This is an optimization exercise on Yosys and OpenROAD, whose aim is small area, not a production implementation. The RTL was checked by simulation tests, not by an equivalence proof against the original design. Power and IR drop assume default switching activity.

[flow/design.v]
package breakout_pkg;
	typedef enum logic [2:0] {
		CMD_NONE,
		CMD_START,
		CMD_RESTART,
		CMD_LEFT,
		CMD_RIGHT
	} key_cmd_t;
	typedef enum logic [1:0] {
		ST_IDLE,
		ST_PLAY,
		ST_OVER
	} game_state_t;
endpackage
`timescale 1ns/1ps
module inc_bit (
	input logic a,
	input logic ci,
	output logic s,
	output logic co
);
	assign s = a ^ ci;
	assign co = a & ci;
endmodule
`timescale 1ns/1ps
module ud_bit (
	input logic a,
	input logic ci,
	input logic dn,
	output logic s,
	output logic co
);
	assign s = a ^ ci;
	assign co = ci & (a ^ dn);
endmodule
`timescale 1ns/1ps
module add_bit (
	input logic a,
	input logic b,
	input logic ci,
	output logic s,
	output logic co
);
	assign s = a ^ b ^ ci;
	assign co = (a & b) | (ci & (a ^ b));
endmodule
`timescale 1ns/1ps
module breakout_top #(
	parameter int step_period = 2000
) (
	input logic VGA_clk,
	input logic reset,
	input logic [7:0] scan_code,
	input logic key_strobe,
	output logic [10-1:0] VGA_R,
	output logic [10-1:0] VGA_G,
	output logic [10-1:0] VGA_B,
	output logic VGA_hSync,
	output logic VGA_vSync,
	output logic blank_n,
	output logic [1:0] lives,
	output breakout_pkg::game_state_t game_state
);
	localparam int H_TOTAL = 640 + 16 + 96 + 48;  
	localparam int V_TOTAL = 480 + 10 + 2 + 33;  
	localparam int H_SYNC_START = 640 + 16;
	localparam int V_SYNC_START = 480 + 10;
	localparam int X_MIN = 10 + 1;  
	localparam int X_MAX = 640 - 10 - 1 - 80;  
	localparam int X_HOME = (640 / 2) - (80 / 2);  
	localparam int X_LO = 10 + 7;  
	localparam int X_HI = 640 - 10 - 7;  
	localparam int YH_BOTTOM = (480 - 7) / 2;  
	localparam int YH_TOP = (10 + 7) / 2;  
	localparam int YH_PAD = (450 - 7) / 2;  
	localparam int YH_SIDE_LO = 450 / 2;  
	localparam int YH_SIDE_HI = (450 + 10 - 1) / 2;  
	localparam logic [255:0] DISC = 256'h0000000003f807fc0ffe1fff1fff1fff1fff1fff1fff1fff0ffe07fc03f80000;
	breakout_pkg::key_cmd_t cmd;
	logic serve;
	breakout_pkg::game_state_t state;
	logic [9:0] px;
	logic [9:0] py;
	logic [2:0] pm5;  
	logic x_wrap;
	logic [9:0] px_inc;
	logic [9:0] py_inc;
	logic [10:0] cxv;
	logic [10:0] cyv;
	assign x_wrap = (px == 10'(H_TOTAL - 1));
	assign px_inc[0] = !px[0];
	assign cxv[1] = px[0];
	assign cyv[0] = x_wrap;
	inc_bit u_y0 (.a(py[0]), .ci(cyv[0]), .s(py_inc[0]), .co(cyv[1]));
	for (genvar i = 1; i < 9; i++)
	begin : g_raster
		inc_bit u_x (.a(px[i]), .ci(cxv[i]), .s(px_inc[i]), .co(cxv[i + 1]));
		inc_bit u_y (.a(py[i]), .ci(cyv[i]), .s(py_inc[i]), .co(cyv[i + 1]));
	end
	assign px_inc[9] = px[9] ^ cxv[9];
	assign py_inc[9] = py[9] ^ cyv[9];
	always_ff @(posedge VGA_clk)
	begin
		px <= reset ? 10'(H_TOTAL - 1) : x_wrap ? 10'd0 : px_inc;
		py <= reset ? 10'(V_TOTAL - 1) : (x_wrap && py == 10'(V_TOTAL - 1)) ? 10'd0 : py_inc;
		if (reset)
			pm5 <= 3'((V_TOTAL - 1) % 5);
		else if (x_wrap)
			pm5 <= (pm5 == 3'd4) ? 3'd0 : pm5 + 3'd1;
	end
	always_ff @(posedge VGA_clk)
	begin
		if (reset || serve)
			cmd <= breakout_pkg::CMD_NONE;
		else if (key_strobe)
		begin
			case (scan_code)
				8'h5A: cmd <= breakout_pkg::CMD_START;
				8'h66: cmd <= breakout_pkg::CMD_RESTART;
				8'h1C: cmd <= breakout_pkg::CMD_LEFT;
				8'h23: cmd <= breakout_pkg::CMD_RIGHT;
				default: cmd <= cmd;
			endcase
		end
	end
	logic step_wrap;  
	logic play;  
	logic [1:0] mv;  
	logic rsd;  
	generate
		if (step_period == 2000)
		begin : g_step_raster
			assign step_wrap = (pm5 == 3'd2 && px == 10'd399) || (pm5 == 3'd4 && px == 10'd799);
		end
		else
		begin : g_step_count
			localparam int CNT_W = $clog2(step_period + 1);
			logic [CNT_W-1:0] step_cnt;  
			assign step_wrap = (step_cnt == CNT_W'(step_period - 1));
			always_ff @(posedge VGA_clk)
			begin
				if (reset)
					step_cnt <= CNT_W'(step_period - 1);
				else
					step_cnt <= step_wrap ? '0 : step_cnt + 1'b1;
			end
		end
	endgenerate
	always_ff @(posedge VGA_clk)
	begin
		play <= !reset && !out;
		rsd <= reset || serve;
		if (!(step_wrap && play))
			mv <= 2'd0;
		else if (cmd == breakout_pkg::CMD_LEFT)
			mv <= 2'd2;
		else if (cmd == breakout_pkg::CMD_RIGHT)
			mv <= 2'd3;
		else
			mv <= 2'd1;
	end
	logic miss;
	logic out;
	always_ff @(posedge VGA_clk)
	begin
		if (reset)
		begin
			out <= 1'b1;
			lives <= 2'(3);
			serve <= 1'b0;
		end
		else
		begin
			serve <= 1'b0;
			if (cmd == breakout_pkg::CMD_RESTART && !serve)
			begin
				out <= 1'b1;
				lives <= 2'(3);
				serve <= 1'b1;
			end
			else if (out)
			begin
				if (lives[0] && cmd == breakout_pkg::CMD_START)
					out <= 1'b0;
			end
			else if (miss)
			begin
				if (lives != 2'd0)
				begin
					lives <= lives - 2'd1;
					serve <= 1'b1;
				end
				else
					out <= 1'b1;
			end
		end
	end
	assign state = out ? (lives[0] ? breakout_pkg::ST_IDLE : breakout_pkg::ST_OVER) : breakout_pkg::ST_PLAY;
	assign game_state = state;
	logic [9:0] q;
	logic left;
	logic right;
	logic [8:0] q_step;
	logic [9:0] cqv;
	assign left = (mv == 2'd2);
	assign right = (mv == 2'd3);
	assign cqv[0] = left || right;
	for (genvar i = 0; i < 8; i++)
	begin : g_paddle
		ud_bit u_q (.a(q[i + 1]), .ci(cqv[i]), .dn(right), .s(q_step[i]), .co(cqv[i + 1]));
	end
	assign q_step[8] = q[9] ^ cqv[8];
	always_ff @(posedge VGA_clk)
	begin
		if (rsd)
			q <= 10'(1023 - X_HOME);
		else if (left && q > 10'(1023 - X_MIN - 2))
			q <= 10'(1023 - X_MIN);  
		else if (right && q < 10'(1023 - X_MAX + 2))
			q <= 10'(1023 - X_MAX);  
		else
			q <= {q_step, q[0]};
	end
	logic [9:0] bq;
	logic [9:0] yq;
	logic dxp;
	logic dxm;
	logic dyd;
	logic [2:0] cls;  
	logic cap_en;
	logic [2:0] cls_now;
	logic hit_side_wall;
	logic hit_bottom;
	logic hit_top;
	logic hit_pad_top;
	logic hit_pad_side;
	logic take_miss;
	logic step;
	logic move;
	logic ndxp;
	logic ndxm;
	logic ndyd;
	logic [9:0] bq_n;
	logic [9:0] yq_n;
	logic [10:0] cbv;
	logic [10:0] cwv;
	always_comb
	begin
		hit_side_wall = (bq == 10'(6 - X_HI)) || (bq == 10'(6 - X_LO));
		hit_bottom = (yq == 10'(3 - YH_BOTTOM));
		hit_top = (yq == 10'(3 - YH_TOP));
		hit_pad_top = (yq == 10'(3 - YH_PAD)) && cls[2];
		hit_pad_side = (yq >= 10'(3 - YH_SIDE_HI)) && (yq <= 10'(3 - YH_SIDE_LO))
			&& !cls[2] && cls[0];
		take_miss = hit_bottom && !hit_side_wall;
		step = (mv != 2'd0) && !rsd;
		move = step && !take_miss;
		miss = step && take_miss;
		ndxp = dxp;
		ndxm = dxm;
		ndyd = dyd;
		if (hit_side_wall || (!hit_top && !hit_pad_top && hit_pad_side))
		begin
			ndxp = dxm;
			ndxm = dxp;
		end
		else if (hit_top)
			ndyd = !dyd;
		else if (hit_pad_top)
		begin
			ndyd = !dyd;
			case (cls[1:0])
				2'd0: if (!dxp) ndxm = 1'b1;  
				2'd1: begin ndxp = 1'b0; ndxm = 1'b0; end  
				2'd2: if (!dxm) ndxp = 1'b1;  
				default: ;
			endcase
		end
	end
	assign cbv[0] = move && (ndxp || ndxm);
	assign cwv[0] = move;
	for (genvar i = 0; i < 9; i++)
	begin : g_ball
		ud_bit u_b (.a(bq[i]), .ci(cbv[i]), .dn(ndxp), .s(bq_n[i]), .co(cbv[i + 1]));
		ud_bit u_y (.a(yq[i]), .ci(cwv[i]), .dn(ndyd), .s(yq_n[i]), .co(cwv[i + 1]));
	end
	assign bq_n[9] = bq[9] ^ cbv[9];
	assign yq_n[9] = yq[9] ^ cwv[9];
	always_ff @(posedge VGA_clk)
	begin
		if (rsd)
		begin
			bq <= 10'(6 - 640 / 2);
			yq <= 10'(3 - YH_PAD);
			dxp <= 1'b0;
			dxm <= 1'b0;
			dyd <= 1'b1;
			cls <= 3'b101;  
		end
		else
		begin
			bq <= bq_n;
			yq <= yq_n;
			if (move)
			begin
				dxp <= ndxp;
				dxm <= ndxm;
				dyd <= ndyd;
			end
			if (cap_en)
				cls <= cls_now;
		end
	end
	logic [10:0] tx;  
	logic [10:0] ty;  
	logic [10:0] tp;  
	logic vis;
	logic is_border;
	logic is_ball;
	logic is_paddle;
	logic on_top;
	logic [11:0] ctx;
	logic [11:0] cty;
	logic [11:0] ctp;
	assign tx[0] = px[0] ^ bq[0];
	assign ctx[1] = px[0] & bq[0];
	assign tp[0] = px[0] ^ q[0];
	assign ctp[1] = px[0] & q[0];
	assign ty[0] = py[0];
	assign ty[1] = py[1] ^ yq[0];
	assign cty[2] = py[1] & yq[0];
	for (genvar i = 1; i < 10; i++)
	begin : g_render
		add_bit u_tx (.a(px[i]), .b(bq[i]), .ci(ctx[i]), .s(tx[i]), .co(ctx[i + 1]));
		add_bit u_tp (.a(px[i]), .b(q[i]), .ci(ctp[i]), .s(tp[i]), .co(ctp[i + 1]));
		if (i > 1)
		begin : g_y
			add_bit u_ty (.a(py[i]), .b(yq[i - 1]), .ci(cty[i]), .s(ty[i]), .co(cty[i + 1]));
		end
	end
	assign tx[10] = !ctx[10];
	assign tp[10] = !ctp[10];
	assign ty[10] = yq[9] ^ cty[10];
	always_comb
	begin
		vis = (px < 640) && (py < 480);
		is_border = (px <= 10) || (px >= 640 - 10) || (py <= 10);
		is_ball = (tx[10:4] == 7'd0) && (ty[10:4] == 7'd0) && DISC[{ty[3:0], tx[3:0]}];
		is_paddle = (tp <= 11'(80 - 2))
			&& (py >= 450) && (py <= 450 + 10);
		cap_en = (tx == 11'd6);
		on_top = (tp == 11'h7ff) || (tp <= 11'(80 - 1));
		cls_now[2] = on_top;
		if (on_top)
		begin
			if (tp < 11'((3 * 80) / 8 - 1) || tp == 11'h7ff)
				cls_now[1:0] = 2'd0;
			else if (tp < 11'((5 * 80) / 8 - 1))
				cls_now[1:0] = 2'd1;
			else if (tp < 11'(80 - 1))
				cls_now[1:0] = 2'd2;
			else
				cls_now[1:0] = 2'd3;
		end
		else
			cls_now[1:0] = {1'b0, (tp == 11'(-7 - 1)) || (tp == 11'(80 + 7 - 1))};
	end
	assign VGA_R = {10{is_border && vis}};
	assign VGA_G = {10{is_ball && vis}};
	assign VGA_B = {10{is_paddle && vis}};
	assign VGA_hSync = !((px >= H_SYNC_START) && (px < H_SYNC_START + 96));
	assign VGA_vSync = !((py >= V_SYNC_START) && (py < V_SYNC_START + 2));
	assign blank_n = vis;
endmodule
[flow/flow/run.sh]
#!/bin/bash
# The standard layout with three changes:
# - after the standard synthesis, its combinational logic is mapped again by
#   ABC with an area-oriented script (resyn.sh); every flip-flop of the
#   standard synthesis stays as it is, with its name and cell
# - the port buffers are the smallest buffer (buf_1) instead of the default
# - clock tree synthesis uses clkbuf_8 and adds no dummy loads
# Each tool's output goes to a log file of its own in this folder.
set -euo pipefail
export BUFFER_PORTS_ARGS="-buffer_cell sky130_fd_sc_hd__buf_1"
export CTS_ARGS="-sink_clustering_enable -repair_clock_nets -buf_list sky130_fd_sc_hd__clkbuf_8 -dont_use_dummy_load"
bash standard.sh synth > standard_synth.log 2>&1
bash flow/resyn.sh > resyn.log 2>&1
bash standard.sh > standard.log 2>&1
[flow/flow/resyn.sh]
#!/bin/bash
# Map the standard synthesis's combinational logic again, keeping its
# flip-flops (and their names) untouched. ABC's deepsyn runs from several
# random seeds at once; the smallest netlist is kept.
set -euo pipefail
R=orfs/results/${FLOW_PLATFORM}/breakout_top/base
LIB=${FLOW_HOME}/platforms/sky130hd/lib/sky130_fd_sc_hd__tt_025C_1v80.lib
YOSYS=${FLOW_HOME}/../tools/install/yosys/bin/yosys
[[ -x $YOSYS ]] || YOSYS=yosys
cp $R/1_2_yosys.v std_1_2_yosys.v
for s in 1 2 3 4; do
cat > resyn_$s.ys <<EOS
read_liberty -ignore_miss_func $LIB
read_verilog std_1_2_yosys.v
hierarchy -top ${FLOW_TOP}
setattr -mod -set keep_hierarchy 1 sky130_fd_sc_hd__dfxtp_*
flatten
techmap
opt -purge
abc -liberty $LIB -dont_use sky130_fd_sc_hd__lpflow_bleeder_1 -dont_use sky130_fd_sc_hd__lpflow_clkbufkapwr_1 -dont_use sky130_fd_sc_hd__lpflow_clkbufkapwr_16 -dont_use sky130_fd_sc_hd__lpflow_clkbufkapwr_2 -dont_use sky130_fd_sc_hd__lpflow_clkbufkapwr_4 -dont_use sky130_fd_sc_hd__lpflow_clkbufkapwr_8 -dont_use sky130_fd_sc_hd__lpflow_clkinvkapwr_1 -dont_use sky130_fd_sc_hd__lpflow_clkinvkapwr_16 -dont_use sky130_fd_sc_hd__lpflow_clkinvkapwr_2 -dont_use sky130_fd_sc_hd__lpflow_clkinvkapwr_4 -dont_use sky130_fd_sc_hd__lpflow_clkinvkapwr_8 -dont_use sky130_fd_sc_hd__lpflow_decapkapwr_12 -dont_use sky130_fd_sc_hd__lpflow_decapkapwr_3 -dont_use sky130_fd_sc_hd__lpflow_decapkapwr_4 -dont_use sky130_fd_sc_hd__lpflow_decapkapwr_6 -dont_use sky130_fd_sc_hd__lpflow_decapkapwr_8 -dont_use sky130_fd_sc_hd__lpflow_inputiso0n_1 -dont_use sky130_fd_sc_hd__lpflow_inputiso0p_1 -dont_use sky130_fd_sc_hd__lpflow_inputiso1n_1 -dont_use sky130_fd_sc_hd__lpflow_inputiso1p_1 -dont_use sky130_fd_sc_hd__lpflow_inputisolatch_1 -dont_use sky130_fd_sc_hd__lpflow_isobufsrc_1 -dont_use sky130_fd_sc_hd__lpflow_isobufsrc_16 -dont_use sky130_fd_sc_hd__lpflow_isobufsrc_2 -dont_use sky130_fd_sc_hd__lpflow_isobufsrc_4 -dont_use sky130_fd_sc_hd__lpflow_isobufsrc_8 -dont_use sky130_fd_sc_hd__lpflow_isobufsrckapwr_16 -dont_use sky130_fd_sc_hd__lpflow_lsbuf_lh_hl_isowell_tap_1 -dont_use sky130_fd_sc_hd__lpflow_lsbuf_lh_hl_isowell_tap_2 -dont_use sky130_fd_sc_hd__lpflow_lsbuf_lh_hl_isowell_tap_4 -dont_use sky130_fd_sc_hd__lpflow_lsbuf_lh_isowell_4 -dont_use sky130_fd_sc_hd__lpflow_lsbuf_lh_isowell_tap_1 -dont_use sky130_fd_sc_hd__lpflow_lsbuf_lh_isowell_tap_2 -dont_use sky130_fd_sc_hd__lpflow_lsbuf_lh_isowell_tap_4 -dont_use sky130_fd_sc_hd__probe_p_8 -dont_use sky130_fd_sc_hd__probec_p_8  -script "+strash;&get -n;&deepsyn -T 60 -S $s;&put;amap"
setundef -zero
splitnets
opt_clean -purge
hilomap -singleton -hicell sky130_fd_sc_hd__conb_1 HI -locell sky130_fd_sc_hd__conb_1 LO
insbuf -buf sky130_fd_sc_hd__buf_4 A X
blackbox sky130_fd_sc_hd__*
tee -o resyn_$s.stat stat -liberty $LIB
write_verilog -noattr -nohex -nodec resyn_$s.v
EOS
$YOSYS -s resyn_$s.ys > resyn_yosys_$s.log 2>&1 &
done
wait
best=""
for s in 1 2 3 4; do
  [[ -f resyn_$s.v ]] || continue
  a=$(grep "Chip area" resyn_$s.stat | tail -1 | awk '{print $NF}')
  echo "seed $s area $a"
  if [[ -z "$best" ]] || python3 -c "import sys; sys.exit(0 if $a < $best_a else 1)"; then best=$s; best_a=$a; fi
done
[[ -n "$best" ]] || { echo "no netlist"; exit 1; }
echo "kept seed $best"
if grep -q "lpflow\|probe" resyn_$best.v; then echo "don't-use cell in the netlist"; exit 1; fi
cp resyn_$best.v resyn_1_2_yosys.v
cp resyn_1_2_yosys.v $R/1_2_yosys.v
rm -f $R/1_synth.odb
[flow/standard.sh]
#!/bin/bash
# synth_recipe.tcl (not shown) runs the flow's synth.tcl, then flattens the netlist and writes it again
# the make line also repeats each setting of config.mk as NAME=value (left out here)
make -C /OpenROAD-flow-scripts/flow DESIGN_CONFIG=/design/flow/config.mk WORK_HOME=/design/flow/orfs CLKGATE_MAP_FILE= SYNTH_SCRIPT=/design/flow/synth_recipe.tcl "${@:-finish}"
[flow/config.mk]
export PLATFORM = sky130hd
export DESIGN_NAME = breakout_top
export DESIGN_NICKNAME = breakout_top
export VERILOG_FILES = /design/flow/design.v
export SDC_FILE = /design/flow/constraint.sdc
export NUM_CORES = 4
export LEC_CHECK = 0
export CAP_MARGIN = 20
export CORE_MARGIN = 2
export CORE_UTILIZATION = 40
export SLEW_MARGIN = 20
export SYNTH_HIERARCHICAL = 1
export SYNTH_MINIMUM_KEEP_SIZE = 0
[flow/constraint.sdc]
create_clock -name core_clock -period 40.0 [get_ports {VGA_clk}]
set_input_delay 8.0000 -clock core_clock [delete_from_list [all_inputs] [get_ports {VGA_clk}]]
set_output_delay 8.0000 -clock core_clock [all_outputs]
set_load 0.01 [all_outputs]
==> results of run 1 <==
[worst register-to-register path, stage by stage (launching register included)]
cell and delay [ps]:
dfxtp_1 500, clkinv_1 240, nor2_1 190, clkinv_1 100
nor2_1 120, a22oi_1 110, o41ai_1 530, clkinv_1 200
o22ai_1 210, nand2_1 100, clkinv_1 70, nor2b_1 60
o31a_1 290, nor2_1 170, nand3_1 160, nor3_1 210
nand2_1 100, nor2_1 170, clkinv_1 120, a21oi_1 210
clkinv_1 120, a221oi_1 280
[final cells by class]
type / instances / area [µm²]
flip-flops and latches: 70 / 1401
clock buffers: 9 / 123.9
well taps: 140 / 175.2
fillers: 1126 / 6098
inverters: 97 / 364.1
repair buffers: 49 / 191.4
multi-input cells: 456 / 2439
[path summary, 6_finish.rpt]
kind,endpoint,slack [ps],depth (start not counted)
worst max-delay path,VGA_B[4],27910,19
worst min-delay path,play,430,1
worst max register to register,bq[8],35670,21
worst min register to register,play,430,1
[registers in the layout, summed over array words and instances, names as in the netlist, 2 cells and up]
name   cells
cls        3
cmd        3
q         10
mv         2
lives      2
px        10
yq        10
bq        10
py        10
pm5        3
[metrics by stage]
| step | hold slack (ps) | utilization | cell area [µm²] | total power (µW) | worst slack (ps) |
|---|---|---|---|---|---|
| finish | 433.1 | 0.4350 | 4695 | 150.9 | 27910 |
| global placement | 414.1 | 0.4235 | 4571 | 105.9 | 28620 |
| global route | 465.5 | 0.4350 | 4695 | 160.1 | 27360 |
| detailed placement | 416.6 | 0.4235 | 4571 | 106.7 | 28310 |
| CTS | 435.9 | 0.4350 | 4695 | 151.9 | 27910 |
| floorplan | 402.0 | - | 4422 | 99.17 | 28630 |
[where the power goes]
| group | switching, µW | leakage (µW) | internal (µW) | total [µW] |
|---|---|---|---|---|
| registers | 3.90 | 0.000568 | 72.2 | 76.1 |
| logic | 19.3 | 0.000936 | 10.4 | 29.8 |
| clock network | 24.9 | 0.0000647 | 20.1 | 45.0 |
| total | 48.2 | 0.00157 | 103 | 151 |
[layer usage]
layer	vias up	GRT usage
li1	2389	-
met1	2105	0.2930
met2	152	0.3429
met3	20	0.03228
met4	0	0.08333
met5	-	0
==> impl_metrics.env, run 1 <==
export IMPL_post_cts_buffers=0
export IMPL_area_growth_pct=6.169
export IMPL_worstPathRequired_ps=32000
export IMPL_die_w_um=109.1
export IMPL_cts_resized=0
export IMPL_cts_root_buf="clkbuf_8"
export IMPL_cts_made_buffers=9
export IMPL_grt_pass1_vias=4180
export IMPL_cpPeakStageDelay_ps=610
export IMPL_clock_fmax_mhz=82.72
export IMPL_grt_max_degree=24
export IMPL_p_per_area_mw_per_mm2=32.14
export IMPL_min_path_type="reg2reg"
export IMPL_cp_buffers_inverters=2
export IMPL_slew_headroom=0.3595
export IMPL_met3_length_um=746
export IMPL_status="complete, no violations"
export IMPL_htree_levels=3
export IMPL_dp_cells=812
export IMPL_cts_path_max_buffers=2
export IMPL_cp_end_kind="primary output"
export IMPL_critPathSlowestCell="nor3_1"
export IMPL_hold_buffers=0
export IMPL_clkLatencyLatePin_ps=360
export IMPL_rsz0062_at_grt="false"
export IMPL_cp_start_kind="flop"
export IMPL_drt_pass1_iterations=5
export IMPL_drt_iter0_markers=232
export IMPL_syn_inst=652
export IMPL_grt_pass1_wl_mm=20.09
export IMPL_io_buffer_count=47
export IMPL_wl_met1_mm=5.756
export IMPL_io_pins=48
export IMPL_finalSetupViolations=0
export IMPL_totalNegativeSetupSlack_ps=0
export IMPL_nNetsFinal=694
export IMPL_die_height_um=109.1
export IMPL_drc=0
export IMPL_layout_common_cells="124 x nor2_1, 97 x clkinv_1, 70 x dfxtp_1"
export IMPL_clkSinkCount=70
export IMPL_cp_common_cell="nand2_1"
export IMPL_final_common_cell="nor2_1"
export IMPL_syn_area_per_cell_um2=6.782
export IMPL_syn_area_mm2=0.004422
export IMPL_crit_path_cell_trace="clkinv_1 > a22oi_1 > o21ai_0 > o21bai_1 > o21a_1 > nand2_1 > o21a_1 > nand2_1 > o21ai_0 > nand2_1 > o21ai_0 > nand2_1 > o21ai_0 > nand2_1 > o22ai_1 > o211ai_1 > or2_0 > nor3_1 > buf_1"
export IMPL_dp_hpwl_mm=9.322
export IMPL_hold_violations=0
export IMPL_dieArea_mm2=0.01191
export IMPL_crit_family="compound AO/OA/AOI/OAI gates"
export IMPL_rows=38
export IMPL_dr_wl_met2_mm=5.351
export IMPL_tritoncts="built"
export IMPL_slew_viol_final=0
export IMPL_maxCapViolCount=0
export IMPL_critical_path_class="reg2out"
export IMPL_synth_fp_nets=663
export IMPL_critPathMaxFanout=10
export IMPL_worstReg2RegStart="yq[2]"
export IMPL_highest_layer="met4"
export IMPL_grt_use_total=0.2155
export IMPL_grt_overflow_total=0
export IMPL_ant_nets=0
export IMPL_hp_start="out"
export IMPL_clk_pin_slew_worst_paths_ps=80
export IMPL_wl_per_cell_um=14.76
export IMPL_vias=4666
export IMPL_finalCritPeriodShare=0.3022
export IMPL_core_area_mm2=0.01079
export IMPL_period_needed_ps=12090
export IMPL_ys_warn_count=7
export IMPL_antenna_found_initial=0
export IMPL_worstPathArrival_ps=4090
export IMPL_wirelength_mm=12.11
export IMPL_worst_ir_drop_vdd_mv=0.02091
export IMPL_critical_path_startpoint="px[2]"
export IMPL_tightestPinTransition_ps=951.9
export IMPL_start_util=0.4097
export IMPL_antennaDiodeCount=0
export IMPL_drive_gt1_frac=0.01615
export IMPL_viasPerCell=5.683
export IMPL_globalplace_congestion=1.006
export IMPL_stdcell_count=821
export IMPL_leakage_uw=0.001569
export IMPL_fin_worst_skew_ps=17.36
==> run 2, diff against run 1 <==
--- a/flow/design.v
+++ b/flow/design.v
@@ -104,9 +104,9 @@
 		px <= reset ? 10'(H_TOTAL - 1) : x_wrap ? 10'd0 : px_inc;
 		py <= reset ? 10'(V_TOTAL - 1) : (x_wrap && py == 10'(V_TOTAL - 1)) ? 10'd0 : py_inc;
 		if (reset)
-			pm5 <= 3'((V_TOTAL - 1) % 5);
+			pm5 <= 3'b100;
 		else if (x_wrap)
-			pm5 <= (pm5 == 3'd4) ? 3'd0 : pm5 + 3'd1;
+			pm5 <= {pm5[1:0], !(pm5[2] || pm5[1])};
 	end
 	always_ff @(posedge VGA_clk)
 	begin
@@ -130,7 +130,7 @@
 	generate
 		if (step_period == 2000)
 		begin : g_step_raster
-			assign step_wrap = (pm5 == 3'd2 && px == 10'd399) || (pm5 == 3'd4 && px == 10'd799);
+			assign step_wrap = (pm5 == 3'b011 && px == 10'd399) || (pm5 == 3'b100 && px == 10'd799);
 		end
 		else
 		begin : g_step_count
@@ -226,9 +226,9 @@
 	logic dxp;
 	logic dxm;
 	logic dyd;
-	logic [2:0] cls;  
+	logic bounced;  
 	logic cap_en;
-	logic [2:0] cls_now;
+	logic [2:0] cls_now;  
 	logic hit_side_wall;
 	logic hit_bottom;
 	logic hit_top;
@@ -249,9 +249,9 @@
 		hit_side_wall = (bq == 10'(6 - X_HI)) || (bq == 10'(6 - X_LO));
 		hit_bottom = (yq == 10'(3 - YH_BOTTOM));
 		hit_top = (yq == 10'(3 - YH_TOP));
-		hit_pad_top = (yq == 10'(3 - YH_PAD)) && cls[2];
+		hit_pad_top = (yq == 10'(3 - YH_PAD)) && cls_now[2];
 		hit_pad_side = (yq >= 10'(3 - YH_SIDE_HI)) && (yq <= 10'(3 - YH_SIDE_LO))
-			&& !cls[2] && cls[0];
+			&& !cls_now[2] && cls_now[0];
 		take_miss = hit_bottom && !hit_side_wall;
 		step = (mv != 2'd0) && !rsd;
 		move = step && !take_miss;
@@ -269,7 +269,7 @@
 		else if (hit_pad_top)
 		begin
 			ndyd = !dyd;
-			case (cls[1:0])
+			case (cls_now[1:0])
 				2'd0: if (!dxp) ndxm = 1'b1;  
 				2'd1: begin ndxp = 1'b0; ndxm = 1'b0; end  
 				2'd2: if (!dxm) ndxp = 1'b1;  
@@ -277,12 +277,12 @@
 			endcase
 		end
 	end
-	assign cbv[0] = move && (ndxp || ndxm);
+	assign cbv[0] = move && (dxp || dxm);
 	assign cwv[0] = move;
 	for (genvar i = 0; i < 9; i++)
 	begin : g_ball
-		ud_bit u_b (.a(bq[i]), .ci(cbv[i]), .dn(ndxp), .s(bq_n[i]), .co(cbv[i + 1]));
-		ud_bit u_y (.a(yq[i]), .ci(cwv[i]), .dn(ndyd), .s(yq_n[i]), .co(cwv[i + 1]));
+		ud_bit u_b (.a(bq[i]), .ci(cbv[i]), .dn(dxp), .s(bq_n[i]), .co(cbv[i + 1]));
+		ud_bit u_y (.a(yq[i]), .ci(cwv[i]), .dn(dyd), .s(yq_n[i]), .co(cwv[i + 1]));
 	end
 	assign bq_n[9] = bq[9] ^ cbv[9];
 	assign yq_n[9] = yq[9] ^ cwv[9];
@@ -294,21 +294,22 @@
 			yq <= 10'(3 - YH_PAD);
 			dxp <= 1'b0;
 			dxm <= 1'b0;
-			dyd <= 1'b1;
-			cls <= 3'b101;  
+			dyd <= 1'b0;
+			bounced <= 1'b1;
 		end
 		else
 		begin
 			bq <= bq_n;
 			yq <= yq_n;
 			if (move)
+				bounced <= 1'b0;
+			else if (cap_en && !bounced)
 			begin
 				dxp <= ndxp;
 				dxm <= ndxm;
 				dyd <= ndyd;
+				bounced <= 1'b1;
 			end
-			if (cap_en)
-				cls <= cls_now;
 		end
 	end
 	logic [10:0] tx;  
==> run 2 against run 1 <==
Net effect:
- critical path type unchanged
- still clean
- synthesized area shrank 2.9%
- combinational power shrank 2%
- highest routed layer unchanged
- critical path depth shrank 1
==> impl_metrics.env, run 2 <==
export IMPL_cts_resized=0
export IMPL_slew_viol_final=0
export IMPL_tightestPinTransition_ps=789.5
export IMPL_fin_worst_skew_ps=26.92
export IMPL_period_needed_ps=11640
export IMPL_grt_max_degree=18
export IMPL_rows=37
export IMPL_antenna_found_initial=0
export IMPL_hold_buffers=0
export IMPL_wl_per_cell_um=14.63
export IMPL_rsz0062_at_grt="false"
export IMPL_ant_nets=0
export IMPL_io_pins=48
export IMPL_clkLatencyLatePin_ps=360
export IMPL_finalCritPeriodShare=0.2910
export IMPL_die_height_um=107.6
export IMPL_leakage_uw=0.001614
export IMPL_start_util=0.4140
export IMPL_synth_fp_nets=647
export IMPL_critPathMaxFanout=10
export IMPL_nNetsFinal=679
export IMPL_grt_overflow_total=0
export IMPL_syn_area_per_cell_um2=6.750
export IMPL_drt_iter0_markers=235
export IMPL_grt_pass1_wl_mm=19.27
export IMPL_clock_fmax_mhz=85.91
export IMPL_p_per_area_mw_per_mm2=32.53
export IMPL_area_growth_pct=6.412
export IMPL_maxCapViolCount=0
export IMPL_tritoncts="built"
export IMPL_clk_pin_slew_worst_paths_ps=90
export IMPL_cts_made_buffers=9
export IMPL_layout_common_cells="122 x nor2_1, 100 x clkinv_1, 79 x o21ai_0"
export IMPL_vias=4494
export IMPL_post_cts_buffers=0
export IMPL_dieArea_mm2=0.01158
export IMPL_dp_hpwl_mm=9.247
export IMPL_wirelength_mm=11.74
export IMPL_core_area_mm2=0.01037
export IMPL_syn_inst=636
export IMPL_globalplace_congestion=0.9079
export IMPL_cp_end_kind="primary output"
export IMPL_io_buffer_count=47
export IMPL_multi_input_area_mm2=0.002338
export IMPL_die_w_um=107.6
export IMPL_nFillCells=1094
export IMPL_clkSinkCount=68
export IMPL_grt_use_total=0.2086
export IMPL_worstPathRequired_ps=32000
export IMPL_final_common_cell="nor2_1"
export IMPL_slew_headroom=0.4725
export IMPL_worst_ir_drop_vdd_mv=0.01803
export IMPL_drt_pass1_iterations=5
export IMPL_hold_depth=1
export IMPL_status="complete, no violations"
export IMPL_drive_gt1_frac=0.01802
export IMPL_drc=0
export IMPL_min_path_type="reg2reg"
export IMPL_viasPerCell=5.603
export IMPL_critical_path_class="reg2out"
export IMPL_worstPathArrival_ps=3640
export IMPL_final_seq_area_mm2=0.001361
export IMPL_antennaDiodeCount=0
export IMPL_totalNegativeSetupSlack_ps=0
export IMPL_hold_violations=0
export IMPL_cp_start_kind="flop"
export IMPL_reg2reg_depth=23
export IMPL_cts_path_max_buffers=2
export IMPL_finalSetupViolations=0
export IMPL_cts_root_buf="clkbuf_8"
export IMPL_htree_levels=3
export IMPL_grt_pass1_vias=3941
export IMPL_ys_warn_count=7
export IMPL_fin_util=0.4405
export IMPL_syn_area_mm2=0.004293
[run 2: per-stage QoR]
step	hold WS (ps)	power [µW]	instance area, µm²	worst slack [ps]	std cells
floorplan	402.0	97.14	4293	29100	636
global placement	414.9	105.1	4444	28860	793
detailed placement	416.3	105.3	4444	28750	793
CTS	439.2	149.0	4568	28360	802
global route	481.9	156.8	4568	27910	802
finish	436.3	148.6	4568	28360	802
[run 2: per-layer routing]
layer / vias to the layer above / part of all wire / track usage
met5: - / 0 / 0
met3: 21 / 0.045 / 0.04298
met2: 115 / 0.46 / 0.3374
li1: 2309 / - / -
met1: 2049 / 0.48 / 0.2787
met4: 0 / 0.015 / 0.06410
[run 2: power breakdown]
part | total (µW) | internal (µW) | switching, µW
clock network | 44.1 | 20.1 | 24.0
registers | 75.3 | 70.6 | 4.62
logic | 29.2 | 10.0 | 19.2
total | 149 | 101 | 47.9
[run 2: worst max-delay path, cell delays in order, from the launching register on]
cell,delay [ps]
dfxtp_1,420
clkinv_1,150
nor2_1,160
clkinv_1,80
o221ai_1,280
o21ai_0,170
nand2_1,110
o21ai_0,130
o21ai_0,230
nand2_1,90
o21ai_0,90
nand2_1,90
o21ai_0,130
clkinv_1,160
a31oi_1,170
o21ai_0,140
nor2_1,150
and4_1,370
buf_1,190
[run 2: final cells by class]
type	instances	share of cell area
Multi-Input combinational cell	439	0.5119
Tap cell	136	0.03725
Clock buffer	9	0.02712
Sequential cell	68	0.2980
Timing Repair Buffer	50	0.04355
Inverter	100	0.08217
[run 2: path summary, 6_finish.rpt]
path	start	end	slack (ps)
max reg2reg	px[0]	dxp	35540
min reg2reg	out	play	440
min	out	play	440
max	px[0]	VGA_B[6]	28360
==> run 3, diff against run 2 <==
--- a/flow/design.v
+++ b/flow/design.v
@@ -76,9 +76,13 @@
 	localparam int YH_SIDE_LO = 450 / 2;  
 	localparam int YH_SIDE_HI = (450 + 10 - 1) / 2;  
 	localparam logic [255:0] DISC = 256'h0000000003f807fc0ffe1fff1fff1fff1fff1fff1fff1fff0ffe07fc03f80000;
-	breakout_pkg::key_cmd_t cmd;
 	logic serve;
 	breakout_pkg::game_state_t state;
+	localparam logic [1:0] C_NONE = 2'd0;
+	localparam logic [1:0] C_RESTART = 2'd1;
+	localparam logic [1:0] C_A = 2'd2;
+	localparam logic [1:0] C_B = 2'd3;
+	logic [1:0] cmd;
 	logic [9:0] px;
 	logic [9:0] py;
 	logic [2:0] pm5;  
@@ -108,21 +112,6 @@
 		else if (x_wrap)
 			pm5 <= {pm5[1:0], !(pm5[2] || pm5[1])};
 	end
-	always_ff @(posedge VGA_clk)
-	begin
-		if (reset || serve)
-			cmd <= breakout_pkg::CMD_NONE;
-		else if (key_strobe)
-		begin
-			case (scan_code)
-				8'h5A: cmd <= breakout_pkg::CMD_START;
-				8'h66: cmd <= breakout_pkg::CMD_RESTART;
-				8'h1C: cmd <= breakout_pkg::CMD_LEFT;
-				8'h23: cmd <= breakout_pkg::CMD_RIGHT;
-				default: cmd <= cmd;
-			endcase
-		end
-	end
 	logic step_wrap;  
 	logic play;  
 	logic [1:0] mv;  
@@ -152,15 +141,61 @@
 		rsd <= reset || serve;
 		if (!(step_wrap && play))
 			mv <= 2'd0;
-		else if (cmd == breakout_pkg::CMD_LEFT)
+		else if (cmd == C_A)
 			mv <= 2'd2;
-		else if (cmd == breakout_pkg::CMD_RIGHT)
+		else if (cmd == C_B)
 			mv <= 2'd3;
 		else
 			mv <= 2'd1;
 	end
 	logic miss;
 	logic out;
+	logic out_n;
+	logic [1:0] lives_n;
+	logic serve_n;
+	logic idle_n;
+	logic play_n;
+	logic [1:0] cmd_n;
+	always_comb
+	begin
+		out_n = out;
+		lives_n = lives;
+		serve_n = 1'b0;
+		if (cmd == C_RESTART && !serve)
+		begin
+			out_n = 1'b1;
+			lives_n = 2'(3);
+			serve_n = 1'b1;
+		end
+		else if (out)
+		begin
+			if (lives[0] && cmd == C_A)
+				out_n = 1'b0;
+		end
+		else if (miss)
+		begin
+			if (lives != 2'd0)
+			begin
+				lives_n = lives - 2'd1;
+				serve_n = 1'b1;
+			end
+			else
+				out_n = 1'b1;
+		end
+		idle_n = out_n && lives_n[0];
+		play_n = !out_n;
+		cmd_n = (out && !out_n) ? C_NONE : cmd;  
+		if (key_strobe)
+		begin
+			case (scan_code)
+				8'h5A: cmd_n = idle_n ? C_A : C_NONE;
+				8'h66: cmd_n = C_RESTART;
+				8'h1C: cmd_n = play_n ? C_A : C_NONE;
+				8'h23: cmd_n = play_n ? C_B : C_NONE;
+				default: ;
+			endcase
+		end
+	end
 	always_ff @(posedge VGA_clk)
 	begin
 		if (reset)
@@ -171,29 +206,11 @@
 		end
 		else
 		begin
-			serve <= 1'b0;
-			if (cmd == breakout_pkg::CMD_RESTART && !serve)
-			begin
-				out <= 1'b1;
-				lives <= 2'(3);
-				serve <= 1'b1;
-			end
-			else if (out)
-			begin
-				if (lives[0] && cmd == breakout_pkg::CMD_START)
-					out <= 1'b0;
-			end
-			else if (miss)
-			begin
-				if (lives != 2'd0)
-				begin
-					lives <= lives - 2'd1;
-					serve <= 1'b1;
-				end
-				else
-					out <= 1'b1;
-			end
+			out <= out_n;
+			lives <= lives_n;
+			serve <= serve_n;
 		end
+		cmd <= (reset || serve) ? C_NONE : cmd_n;
 	end
 	assign state = out ? (lives[0] ? breakout_pkg::ST_IDLE : breakout_pkg::ST_OVER) : breakout_pkg::ST_PLAY;
 	assign game_state = state;
--- a/flow/flow/run.sh
+++ b/flow/flow/run.sh
@@ -8,7 +8,7 @@
 # Each tool's output goes to a log file of its own in this folder.
 set -euo pipefail
 export BUFFER_PORTS_ARGS="-buffer_cell sky130_fd_sc_hd__buf_1"
-export CTS_ARGS="-sink_clustering_enable -repair_clock_nets -buf_list sky130_fd_sc_hd__clkbuf_8 -dont_use_dummy_load"
+export CTS_ARGS="-sink_clustering_enable -repair_clock_nets -buf_list sky130_fd_sc_hd__clkbuf_8 -sink_clustering_size 14 -dont_use_dummy_load"
 bash standard.sh synth > standard_synth.log 2>&1
 bash flow/resyn.sh > resyn.log 2>&1
 bash standard.sh > standard.log 2>&1
==> run 3 against run 2 <==
Net effect:
- power increased by 0.53%
- clock-buffer cell count unchanged
- die area decreased by 0.42%
- register-to-register slack improved by 710 ps
- largest cell class unchanged
- critical path type unchanged
- clock power about the same
==> impl_metrics.env, run 3 <==
export IMPL_status="complete, no violations"
export IMPL_hold_depth=1
export IMPL_wl_per_cell_um=14.68
export IMPL_nNetsFinal=675
export IMPL_die_w_um=107.4
export IMPL_slew_headroom=0.5422
export IMPL_finalSetupViolations=0
export IMPL_io_pins=48
export IMPL_clk_pin_slew_worst_paths_ps=60
export IMPL_nFillCells=1125
export IMPL_setup_slack_ps=28340
export IMPL_min_path_type="reg2reg"
export IMPL_cts_path_max_buffers=2
export IMPL_finalCritPeriodShare=0.2915
export IMPL_rows=37
export IMPL_drt_pass1_iterations=5
export IMPL_clock_fmax_mhz=85.77
export IMPL_antennaDiodeCount=0
export IMPL_globalplace_congestion=0.9189
export IMPL_tritoncts="built"
export IMPL_grt_overflow_total=0
export IMPL_viasPerCell=5.677
export IMPL_die_height_um=107.4
export IMPL_rsz0062_at_grt="false"
export IMPL_clkSinkCount=67
export IMPL_synth_fp_nets=643
export IMPL_drive_gt1_frac=0.01813
export IMPL_cts_root_buf="clkbuf_8"
export IMPL_grt_max_degree=18
export IMPL_hp_start="px[0]"
export IMPL_dp_hpwl_mm=9.133
export IMPL_totalNegativeSetupSlack_ps=0
export IMPL_worst_ir_drop_vdd_mv=0.01858
export IMPL_leakage_uw=0.001534
export IMPL_start_util=0.4122
export IMPL_syn_area_mm2=0.004274
export IMPL_drt_iter0_markers=300
export IMPL_r2r_setup_slack_ps=36250
export IMPL_slew_viol_final=0
export IMPL_dieArea_mm2=0.01153
export IMPL_layout_common_cells="114 x nor2_1, 99 x clkinv_1, 67 x dfxtp_1"
export IMPL_hold_path_endpoint="px[0]"
export IMPL_worstReg2RegStart="q[2]"
export IMPL_syn_area_per_cell_um2=6.763
export IMPL_critical_path_class="reg2out"
export IMPL_final_common_cell="nor2_1"
export IMPL_whs_ps=458.4
export IMPL_htree_levels=3
export IMPL_maxCapViolCount=0
export IMPL_drc=0
export IMPL_cp_start_kind="flop"
export IMPL_r2r_end="dxp"
export IMPL_wirelength_mm=11.72
export IMPL_worstPathArrival_ps=3660
export IMPL_critPathMaxFanout=10
export IMPL_ys_warn_count=7
export IMPL_cts_resized=0
export IMPL_fin_worst_skew_ps=33.65
export IMPL_clkLatencyLatePin_ps=350
export IMPL_worstPathRequired_ps=32000
export IMPL_post_cts_buffers=0
export IMPL_ant_nets=0
export IMPL_antenna_found_initial=0
export IMPL_period_needed_ps=11660
export IMPL_hold_buffers=0
export IMPL_core_area_mm2=0.01037
export IMPL_reg2reg_depth=21
export IMPL_grt_pass1_wl_mm=19.39
export IMPL_grt_pass1_vias=4044
export IMPL_cts_made_buffers=9
export IMPL_hold_violations=0
export IMPL_dp_slack_ps=28710
export IMPL_p_per_area_mw_per_mm2=32.84
export IMPL_tightestPinTransition_ps=680.4
export IMPL_grt_use_total=0.2091
export IMPL_p_total_uw=149.4
export IMPL_area_growth_pct=6.440
export IMPL_syn_inst=632
export IMPL_vias=4530
export IMPL_cp_end_kind="primary output"
export IMPL_io_buffer_count=47
==> run 3: metal layers <==
metal,track usage,vias up,share of wire
met5,0,-,0
met1,0.2823,2047,0.49
met4,0.07051,0,0.024
met3,0.02724,25,0.041
li1,-,2314,-
met2,0.3445,144,0.45
==> run 3: report_power, final <==
part | total [µW] | internal [µW] | leakage [µW] | switching, µW
sequential | 73.1 | 69.3 | 0.000544 | 3.80
clock | 44.0 | 20.1 | 0.0000647 | 23.9
combinational | 32.3 | 11.3 | 0.000925 | 21.0
total | 149 | 101 | 0.00153 | 48.7
==> run 3: worst max-delay path, cell delays in order (launching register included) <==
cell and delay, ps:
dfxtp_1 390, clkinv_1 190, a22oi_1 260, o21ai_0 150
or2_0 270, o21ai_0 120, nand2_1 90, o21ai_0 100
nand2_1 90, o21ai_0 100, nand2_1 80, o21ai_0 100
nand2_1 100, o21ai_0 120, clkinv_1 120, nand3_1 90
o221ai_1 150, a21oi_1 210, nor4bb_1 240, buf_4 210
buf_1 160
==> run 3: how the worst max path moves through the flow <==
stage | from | end | slack, ps | cells past startpoint
2_1_floorplan | q[2] | VGA_B[1] | 28400 | 19
3_3_place_gp | q[2] | VGA_B[1] | 28850 | 20
3_5_place_dp | q[2] | VGA_B[2] | 28710 | 20
4_1_cts | q[2] | VGA_B[2] | 28350 | 20
5_1_grt | q[2] | VGA_B[9] | 27680 | 20
6_report | q[2] | VGA_B[4] | 28340 | 20
==> run 3: metrics by stage <==
stage,utilization,cell area [µm²],instances
floorplan,-,4274,632
global placement,0.4268,4425,789
detailed placement,0.4268,4425,789
CTS,0.4387,4549,798
global route,0.4387,4549,798
finish,0.4387,4549,798
==> run 3: area by class of cell <==
| cell class | instances | area (µm²) | area share |
|---|---|---|---|
| multi-input combinational | 437 | 2344 | 0.5151 |
| timing repair buffer | 50 | 198.9 | 0.04373 |
| inverter | 99 | 371.6 | 0.08168 |
| sequential | 67 | 1341 | 0.2948 |
| clock buffer | 9 | 123.9 | 0.02723 |
| tap | 136 | 170.2 | 0.03740 |
==> run 4, diff against run 3 <==
--- a/flow/flow/run.sh
+++ b/flow/flow/run.sh
@@ -8,7 +8,7 @@
 # Each tool's output goes to a log file of its own in this folder.
 set -euo pipefail
 export BUFFER_PORTS_ARGS="-buffer_cell sky130_fd_sc_hd__buf_1"
-export CTS_ARGS="-sink_clustering_enable -repair_clock_nets -buf_list sky130_fd_sc_hd__clkbuf_8 -sink_clustering_size 14 -dont_use_dummy_load"
+export CTS_ARGS="-sink_clustering_enable -repair_clock_nets -buf_list sky130_fd_sc_hd__clkbuf_16 -dont_use_dummy_load"
 bash standard.sh synth > standard_synth.log 2>&1
 bash flow/resyn.sh > resyn.log 2>&1
 bash standard.sh > standard.log 2>&1
==> run 4 against run 3 <==
Net effect:
- non-clock buffer count unchanged
- maximum frequency about the same
- routed wire length about the same
- power increased by 15%
- synthesized area unchanged
- sequential share of layout area decreased by 0.64 points
- synthesized cell count unchanged
- die area unchanged
- via count decreased by 0.38%
- utilization increased by 0.98 points
==> impl_metrics.env, run 4 <==
export IMPL_cpPeakStageDelay_ps=390
export IMPL_dieArea_mm2=0.01153
export IMPL_area_growth_pct=8.811
export IMPL_slew_headroom=0.5317
export IMPL_cp_end_kind="primary output"
export IMPL_dp_slack_ps=28710
export IMPL_finalSetupViolations=0
export IMPL_drt_pass1_iterations=5
export IMPL_critPathSlowestCell="dfxtp_1"
export IMPL_layout_common_cells="114 x nor2_1, 99 x clkinv_1, 67 x dfxtp_1"
export IMPL_syn_inst=632
export IMPL_crit_path_cell_trace="clkinv_1 > a22oi_1 > o21ai_0 > or2_0 > o21ai_0 > nand2_1 > o21ai_0 > nand2_1 > o21ai_0 > nand2_1 > o21ai_0 > nand2_1 > o21ai_0 > clkinv_1 > nand3_1 > o221ai_1 > a21oi_1 > nor4bb_1 > buf_4 > buf_1"
export IMPL_syn_area_per_cell_um2=6.763
export IMPL_rows=37
export IMPL_ant_nets=0
export IMPL_core_area_mm2=0.01037
export IMPL_hold_buffers=0
export IMPL_p_seq_frac=0.427
export IMPL_cts_resized=0
export IMPL_reg2reg_depth=21
export IMPL_start_util=0.4122
export IMPL_cts_root_buf="clkbuf_16"
export IMPL_met1_usage=0.2816
export IMPL_fin_worst_skew_ps=20.18
export IMPL_grt_use_met3=0.03511
export IMPL_cp_start_kind="flop"
export IMPL_worst_ir_drop_vdd_mv=0.01457
export IMPL_wl_per_cell_um=14.70
export IMPL_dp_hpwl_mm=9.133
export IMPL_switchingPower_uw=51.44
export IMPL_htree_levels=3
export IMPL_worstPathArrival_ps=3650
export IMPL_leakage_uw=0.001580
export IMPL_die_height_um=107.4
export IMPL_crit_family="compound AO/OA/AOI/OAI gates"
export IMPL_cts_path_max_buffers=2
export IMPL_tightestPinTransition_ps=696.0
export IMPL_critPathMaxFanout=10
export IMPL_grt_use_total=0.2118
export IMPL_antenna_found_initial=0
export IMPL_pwr_share_clk=0.385
export IMPL_p_per_area_mw_per_mm2=36.87
export IMPL_cp_buffers_inverters=4
export IMPL_rsz0062_at_grt="false"
export IMPL_nNetsFinal=675
export IMPL_period_needed_ps=11650
export IMPL_maxCapViolCount=0
export IMPL_grt_max_degree=18
export IMPL_grt_overflow_total=0
export IMPL_status="complete, no violations"
export IMPL_whs_ps=449.5
export IMPL_viasPerCell=5.655
export IMPL_grt_pass1_vias=4048
export IMPL_hold_depth=1
export IMPL_clkLatencyLatePin_ps=340
export IMPL_wirelength_mm=11.73
export IMPL_ys_warn_count=7
export IMPL_drc=0
export IMPL_setup_slack_ps=28350
export IMPL_slew_viol_final=0
export IMPL_cts_made_buffers=9
export IMPL_dpl_cell_area_mm2=0.004425
export IMPL_hp_start="px[0]"
export IMPL_stdcell_area_mm2=0.004651
export IMPL_drive_gt1_frac=0.01813
export IMPL_globalplace_congestion=0.9189
export IMPL_busiest_layer="met2"
export IMPL_syn_area_mm2=0.004274
export IMPL_r2r_end="dxp"
export IMPL_vias=4513
export IMPL_drt_iter0_markers=268
export IMPL_comb_power_share=0.188
export IMPL_worstPathRequired_ps=32000
export IMPL_clock_fmax_mhz=85.81
export IMPL_final_common_cell="nor2_1"
export IMPL_min_path_type="reg2reg"
export IMPL_io_pins=48
export IMPL_tritoncts="built"
export IMPL_io_buffer_count=47
export IMPL_post_cts_buffers=0
export IMPL_worstReg2RegStart="q[2]"
export IMPL_finalCritPeriodShare=0.2913
export IMPL_hold_path_endpoint="px[0]"
export IMPL_grt_pass1_wl_mm=19.42
export IMPL_critical_path_class="reg2out"
export IMPL_cp_common_cell="o21ai_0"
export IMPL_totalNegativeSetupSlack_ps=0
export IMPL_use_met2=0.3431
export IMPL_antennaDiodeCount=0
export IMPL_cell_internal_pwr_uw=120.0
export IMPL_switching_share=0.3000
export IMPL_hold_violations=0
export IMPL_synth_fp_nets=643
export IMPL_clkSinkCount=67
export IMPL_r2r_setup_slack_ps=36280
export IMPL_clk_pin_slew_worst_paths_ps=50
export IMPL_die_w_um=107.4
-- run 4: cell count changes in the layout (fill, tap and decap cells not counted) --
cell	previous run	this run
clkbuf_16	0	9
clkbuf_8	9	0
-- run 4: layout make-up --
cell class,instances,area (µm²)
Inverter,99,371.6
Timing Repair Buffer,50,198.9
Sequential cell,67,1341
Fill cell,1110,5719
Clock buffer,9,225.2
Tap cell,136,170.2
Multi-Input combinational cell,437,2344
-- run 4: power groups by stage --
stage / Combinational [µW] / Sequential (µW) / Clock (µW)
after floorplan: 24.0 / 73.5 / 0
after global placement: 31.5 / 74.2 / 0
after detailed placement: 31.9 / 74.3 / 0
after CTS: 32.0 / 73.0 / 67.1
after global routing: 36.7 / 73.6 / 70.2
final: 32.2 / 73.2 / 66.1
-- run 4: worst max-delay path by stage --
stage	from	endpoint	slack, ps	depth (start not counted)
6_report	q[2]	VGA_B[0]	28350	20
5_1_grt	q[2]	VGA_B[9]	27690	20
4_1_cts	q[2]	VGA_B[2]	28350	20
3_5_place_dp	q[2]	VGA_B[2]	28710	20
3_3_place_gp	q[2]	VGA_B[1]	28850	20
2_1_floorplan	q[2]	VGA_B[1]	28400	19
-- run 4: metrics by stage --
stage | power (µW) | std cells | util
floorplan | 97.46 | 632 | -
global route | 180.5 | 798 | 0.4485
global placement | 105.7 | 789 | 0.4268
detailed placement | 106.3 | 789 | 0.4268
CTS | 172.1 | 798 | 0.4485
finish | 171.5 | 798 | 0.4485
-- run 4: routing by layer --
layer	part of all wire	vias up	routed length, µm
li1	-	2313	-
met2	0.45	150	5258
met1	0.47	2027	5496
met5	0	-	0
met4	0.025	0	296
met3	0.058	23	676
==> run 5, diff against run 4 <==
--- a/flow/flow/run.sh
+++ b/flow/flow/run.sh
@@ -8,7 +8,7 @@
 # Each tool's output goes to a log file of its own in this folder.
 set -euo pipefail
 export BUFFER_PORTS_ARGS="-buffer_cell sky130_fd_sc_hd__buf_1"
-export CTS_ARGS="-sink_clustering_enable -repair_clock_nets -buf_list sky130_fd_sc_hd__clkbuf_16 -dont_use_dummy_load"
+export CTS_ARGS="-repair_clock_nets -buf_list sky130_fd_sc_hd__clkbuf_8 -dont_use_dummy_load"
 bash standard.sh synth > standard_synth.log 2>&1
 bash flow/resyn.sh > resyn.log 2>&1
 bash standard.sh > standard.log 2>&1
==> run 5 against run 4 <==
Net effect:
- still clean
- synthesized area stayed put
- non-clock buffer count stayed put
- first-iteration DRC count is 12% higher
- die area stayed put
- design area is 2.2% lower
- clock-buffer cell count stayed put
- power is 13% lower
- clock skew is 13 ps higher
- maximum frequency hardly changed
- largest cell class unchanged
==> impl_metrics.env, run 5 <==
export IMPL_p_per_area_mw_per_mm2=32.84
export IMPL_cp_common_cell="o21ai_0"
export IMPL_grt_overflow_total=0
export IMPL_rsz0062_at_grt="false"
export IMPL_maxCapViolCount=0
export IMPL_cts_path_max_buffers=2
export IMPL_leakage_uw=0.001534
export IMPL_clk_pin_slew_worst_paths_ps=60
export IMPL_layout_common_cells="114 x nor2_1, 99 x clkinv_1, 67 x dfxtp_1"
export IMPL_viasPerCell=5.677
export IMPL_cts_resized=0
export IMPL_die_w_um=107.4
export IMPL_syn_area_mm2=0.004274
export IMPL_io_pins=48
export IMPL_worstPathRequired_ps=32000
export IMPL_area_growth_pct=6.440
export IMPL_drc=0
export IMPL_grt_pass1_wl_mm=19.39
export IMPL_wl_per_cell_um=14.68
export IMPL_cp_end_kind="primary output"
export IMPL_tritoncts="built"
export IMPL_crit_family="compound AO/OA/AOI/OAI gates"
export IMPL_nNetsFinal=675
export IMPL_worstPathArrival_ps=3660
export IMPL_cpPeakStageDelay_ps=390
export IMPL_drive_gt1_frac=0.01813
export IMPL_cts_root_buf="clkbuf_8"
export IMPL_drt_iter0_markers=300
export IMPL_crit_path_cell_trace="clkinv_1 > a22oi_1 > o21ai_0 > or2_0 > o21ai_0 > nand2_1 > o21ai_0 > nand2_1 > o21ai_0 > nand2_1 > o21ai_0 > nand2_1 > o21ai_0 > clkinv_1 > nand3_1 > o221ai_1 > a21oi_1 > nor4bb_1 > buf_4 > buf_1"
export IMPL_io_buffer_count=47
export IMPL_drt_pass1_iterations=5
export IMPL_final_common_cell="nor2_1"
export IMPL_syn_area_per_cell_um2=6.763
export IMPL_hold_violations=0
export IMPL_nFillCells=1125
export IMPL_hold_buffers=0
export IMPL_finalSetupViolations=0
export IMPL_p_total_uw=149.4
export IMPL_period_needed_ps=11660
export IMPL_clkLatencyLatePin_ps=350
export IMPL_globalplace_congestion=0.9189
export IMPL_vias=4530
export IMPL_critical_path_class="reg2out"
export IMPL_totalNegativeSetupSlack_ps=0
export IMPL_cp_buffers_inverters=4
export IMPL_start_util=0.4122
export IMPL_syn_inst=632
export IMPL_finalCritPeriodShare=0.2915
export IMPL_min_path_type="reg2reg"
export IMPL_final_seq_area_mm2=0.001341
export IMPL_dieArea_mm2=0.01153
export IMPL_clkSinkCount=67
export IMPL_clock_fmax_mhz=85.77
export IMPL_slew_headroom=0.5422
export IMPL_slew_viol_final=0
export IMPL_post_cts_buffers=0
export IMPL_status="complete, no violations"
export IMPL_worst_ir_drop_vdd_mv=0.01858
export IMPL_antenna_found_initial=0
export IMPL_htree_levels=3
export IMPL_core_area_mm2=0.01037
export IMPL_synth_fp_nets=643
export IMPL_dp_hpwl_mm=9.133
export IMPL_die_height_um=107.4
export IMPL_fin_worst_skew_ps=33.65
export IMPL_grt_pass1_vias=4044
export IMPL_wirelength_mm=11.72
export IMPL_rows=37
export IMPL_tightestPinTransition_ps=680.4
export IMPL_critPathMaxFanout=10
export IMPL_cts_made_buffers=9
export IMPL_grt_use_total=0.2091
export IMPL_multi_input_area_mm2=0.002344
export IMPL_ys_warn_count=7
export IMPL_grt_max_degree=18
export IMPL_critPathSlowestCell="dfxtp_1"
export IMPL_antennaDiodeCount=0
export IMPL_cp_start_kind="flop"
export IMPL_ant_nets=0
-- run 5: through the flow --
step	hold slack, ps	cells	util	area, µm²	worst slack, ps
2_1_floorplan	404.9	632	-	4274	28400
3_3_place_gp	418.1	789	0.4268	4425	28850
3_5_place_dp	448.6	789	0.4268	4425	28710
4_1_cts	464.1	798	0.4387	4549	28350
5_1_grt	479.2	798	0.4387	4549	27680
6_report	458.4	798	0.4387	4549	28340
-- run 5: power breakdown --
part / switching [µW] / leakage, µW / internal (µW)
clock: 23.9 / 0.0000647 / 20.1
sequential: 3.80 / 0.000544 / 69.3
combinational: 21.0 / 0.000925 / 11.3
total: 48.7 / 0.00153 / 101
-- run 5: layout make-up --
cell class	instances	area share
inverters	99	0.08168
multi-input cells	437	0.5151
flip-flops and latches	67	0.2948
well taps	136	0.03740
clock buffers	9	0.02723
repair buffers	50	0.04373
-- run 5: routing by layer --
layer  vias up  global-route usage  share of wire
met4         0             0.07051          0.024
li1       2314                   -              -
met1      2047              0.2823           0.49
met3        25             0.02724          0.041
met2       144              0.3445           0.45
met5         -                   0              0
-- run 5: path summary, 6_finish.rpt --
path         endpoint  cells past startpoint   from  slack (ps)
max reg2reg       dxp                     21   q[2]       36250
min             px[0]                      1  px[0]         460
min reg2reg     px[0]                      1  px[0]         460
max          VGA_B[4]                     20   q[2]       28340
==> run 6, diff against run 5 <==
--- a/flow/flow/run.sh
+++ b/flow/flow/run.sh
@@ -8,7 +8,7 @@
 # Each tool's output goes to a log file of its own in this folder.
 set -euo pipefail
 export BUFFER_PORTS_ARGS="-buffer_cell sky130_fd_sc_hd__buf_1"
-export CTS_ARGS="-repair_clock_nets -buf_list sky130_fd_sc_hd__clkbuf_8 -dont_use_dummy_load"
+export CTS_ARGS="-sink_clustering_enable -repair_clock_nets -buf_list sky130_fd_sc_hd__clkbuf_8 -dont_use_dummy_load"
 bash standard.sh synth > standard_synth.log 2>&1
 bash flow/resyn.sh > resyn.log 2>&1
 bash standard.sh > standard.log 2>&1
==> run 6 against run 5 <==
Net effect:
- still clean on timing, DRC and antenna
- first-iteration DRC count is the same
- cell count is the same
- synthesized cell count is the same
- via count is the same
- worst hold slack is the same
- setup slack is the same
- critical path depth is the same
- register-to-register slack is essentially flat
- combinational power is essentially flat
- clock power is essentially flat
- critical endpoint unchanged
==> impl_metrics.env, run 6 <==
export IMPL_status="complete, no violations"
export IMPL_cts_root_buf="clkbuf_8"
export IMPL_cpPeakStageDelay_ps=390
export IMPL_core_area_mm2=0.01037
export IMPL_syn_area_mm2=0.004274
export IMPL_maxCapViolCount=0
export IMPL_totalNegativeSetupSlack_ps=0
export IMPL_post_cts_buffers=0
export IMPL_worstReg2RegStart="q[2]"
export IMPL_syn_inst=632
export IMPL_finalCritPeriodShare=0.2915
export IMPL_hold_violations=0
export IMPL_area_growth_pct=6.440
export IMPL_drt_iter0_markers=300
export IMPL_hold_buffers=0
export IMPL_crit_family="compound AO/OA/AOI/OAI gates"
export IMPL_hp_start="px[0]"
export IMPL_nNetsFinal=675
export IMPL_nFillCells=1125
export IMPL_stdcell_count=798
export IMPL_htree_levels=3
export IMPL_cts_resized=0
export IMPL_cp_end_kind="primary output"
export IMPL_synth_fp_nets=643
export IMPL_slew_viol_final=0
export IMPL_drc=0
export IMPL_tightestPinTransition_ps=680.4
export IMPL_slew_headroom=0.5422
export IMPL_drive_gt1_frac=0.01813
export IMPL_layout_common_cells="114 x nor2_1, 99 x clkinv_1, 67 x dfxtp_1"
export IMPL_p_per_area_mw_per_mm2=32.84
export IMPL_syn_area_per_cell_um2=6.763
export IMPL_worst_ir_drop_vdd_mv=0.01858
export IMPL_grt_pass1_wl_mm=19.39
export IMPL_drt_pass1_iterations=5
export IMPL_cp_common_cell="o21ai_0"
export IMPL_leakage_uw=0.001534
export IMPL_dp_cells=789
export IMPL_grt_pass1_vias=4044
export IMPL_clkSinkCount=67
export IMPL_worstPathRequired_ps=32000
export IMPL_min_path_type="reg2reg"
export IMPL_cts_path_max_buffers=2
export IMPL_antenna_found_initial=0
export IMPL_hold_path_endpoint="px[0]"
export IMPL_hold_depth=1
export IMPL_dieArea_mm2=0.01153
export IMPL_wirelength_mm=11.72
export IMPL_grt_max_degree=18
export IMPL_antennaDiodeCount=0
export IMPL_cts_made_buffers=9
export IMPL_cp_buffers_inverters=4
export IMPL_r2r_setup_slack_ps=36250
export IMPL_critPathMaxFanout=10
export IMPL_start_util=0.4122
export IMPL_die_height_um=107.4
export IMPL_critical_path_class="reg2out"
export IMPL_cp_start_kind="flop"
export IMPL_viasPerCell=5.677
export IMPL_dp_hpwl_mm=9.133
export IMPL_io_buffer_count=47
export IMPL_grt_use_total=0.2091
export IMPL_ys_warn_count=7
export IMPL_r2r_end="dxp"
export IMPL_globalplace_congestion=0.9189
export IMPL_clock_fmax_mhz=85.77
export IMPL_clkLatencyLatePin_ps=350
export IMPL_clk_pin_slew_worst_paths_ps=60
export IMPL_period_needed_ps=11660
export IMPL_critPathSlowestCell="dfxtp_1"
export IMPL_grt_overflow_total=0
export IMPL_vias=4530
export IMPL_rsz0062_at_grt="false"
export IMPL_wl_per_cell_um=14.68
export IMPL_worstPathArrival_ps=3660
export IMPL_crit_path_cell_trace="clkinv_1 > a22oi_1 > o21ai_0 > or2_0 > o21ai_0 > nand2_1 > o21ai_0 > nand2_1 > o21ai_0 > nand2_1 > o21ai_0 > nand2_1 > o21ai_0 > clkinv_1 > nand3_1 > o221ai_1 > a21oi_1 > nor4bb_1 > buf_4 > buf_1"
export IMPL_die_w_um=107.4
export IMPL_io_pins=48
export IMPL_ant_nets=0
export IMPL_finalSetupViolations=0
export IMPL_tritoncts="built"
export IMPL_rows=37
export IMPL_fin_worst_skew_ps=33.65
export IMPL_final_common_cell="nor2_1"
export IMPL_reg2reg_depth=21
==> run 6: metrics by stage <==
stage | worst slack, ps | total power, µW | util | hold slack, ps | instance area (µm²)
after floorplan | 28400 | 97.46 | - | 404.9 | 4274
after global placement | 28850 | 105.7 | 0.4268 | 418.1 | 4425
after detailed placement | 28710 | 106.3 | 0.4268 | 448.6 | 4425
after CTS | 28350 | 149.8 | 0.4387 | 464.1 | 4549
after global routing | 27680 | 158.4 | 0.4387 | 479.2 | 4549
final | 28340 | 149.4 | 0.4387 | 458.4 | 4549
==> run 6: worst reg2reg max path: stages, from the launching register on <==
cell and delay [ps]:
dfxtp_1 390, clkinv_1 190, a22oi_1 260, o21ai_0 150
or2_0 270, o21ai_0 120, nand2_1 90, o21ai_0 100
nand2_1 90, o21ai_0 100, nand2_1 80, o21ai_0 100
nand2_1 100, o21ai_0 120, clkinv_1 120, o221ai_1 270
o22a_1 250, nor3_1 60, o21ai_0 330, o21ai_0 190
o22a_1 240, nor2_1 80
==> run 6: worst max-delay path by stage <==
| stage | endpoint | depth (start not counted) | from |
|---|---|---|---|
| final | VGA_B[4] | 20 | q[2] |
| after global routing | VGA_B[9] | 20 | q[2] |
| after CTS | VGA_B[2] | 20 | q[2] |
| after detailed placement | VGA_B[2] | 20 | q[2] |
| after global placement | VGA_B[1] | 20 | q[2] |
| after floorplan | VGA_B[1] | 19 | q[2] |
==> run 6: layer usage <==
metal / part of all wire / track usage / vias to the layer above
met5: 0 / 0 / -
met4: 0.024 / 0.07051 / 0
met3: 0.041 / 0.02724 / 25
met2: 0.45 / 0.3445 / 144
met1: 0.49 / 0.2823 / 2047
li1: - / - / 2314
==> run 6: cell type report <==
type | count | area (µm²) | share of cell area
Clock buffer | 9 | 123.9 | 0.02723
Sequential cell | 67 | 1341 | 0.2948
Timing Repair Buffer | 50 | 198.9 | 0.04373
Inverter | 99 | 371.6 | 0.08168
Tap cell | 136 | 170.2 | 0.03740
Multi-Input combinational cell | 437 | 2344 | 0.5151
==> run 6: report_power, final <==
group	internal, µW	switching, µW
registers	69.3	3.80
clock network	20.1	23.9
logic	11.3	21.0
total	101	48.7

re-timing with driven ports:
Ports are ideal in the flow. The routed layouts listed here were re-timed in OpenROAD. Step 1 (the two cells are an assumption about what drives the block):
set clk [get_ports {VGA_clk}]
set_driving_cell -lib_cell sky130_fd_sc_hd__clkbuf_16 $clk
set_driving_cell -lib_cell sky130_fd_sc_hd__buf_2 [delete_from_list [all_inputs] $clk]
Step 2 times the ports against the registers' clock, not the clock port: input delays grow and output delays shrink by t, the midpoint of the rising clock arrivals with the driver on. Slacks: ideal ports / drivers / drivers and shift; pairs: ideal ports / drivers.
run | shift t [ns] | setup WS [ns] | latest minus earliest clock arrival (ns) | slew at the worst register clock pin (ns) | pins driven straight from the clock port
run 1 | 0.381 | 27.911 / 27.879 / 28.260 | 0.018 / 0.017 | 0.08 / 0.08 | 1
run 2 | 0.383 | 28.360 / 28.329 / 28.712 | 0.027 / 0.027 | 0.09 / 0.09 | 1
run 3 | 0.366 | 28.341 / 28.308 / 28.674 | 0.034 / 0.034 | 0.09 / 0.09 | 1
run 4 | 0.369 | 28.346 / 28.308 / 28.677 | 0.021 / 0.020 | 0.06 / 0.06 | 1
run 5 | 0.366 | 28.341 / 28.308 / 28.674 | 0.034 / 0.034 | 0.09 / 0.09 | 1
run 6 | 0.366 | 28.341 / 28.308 / 28.674 | 0.034 / 0.034 | 0.09 / 0.09 | 1
After both steps every run listed still meets setup and hold.
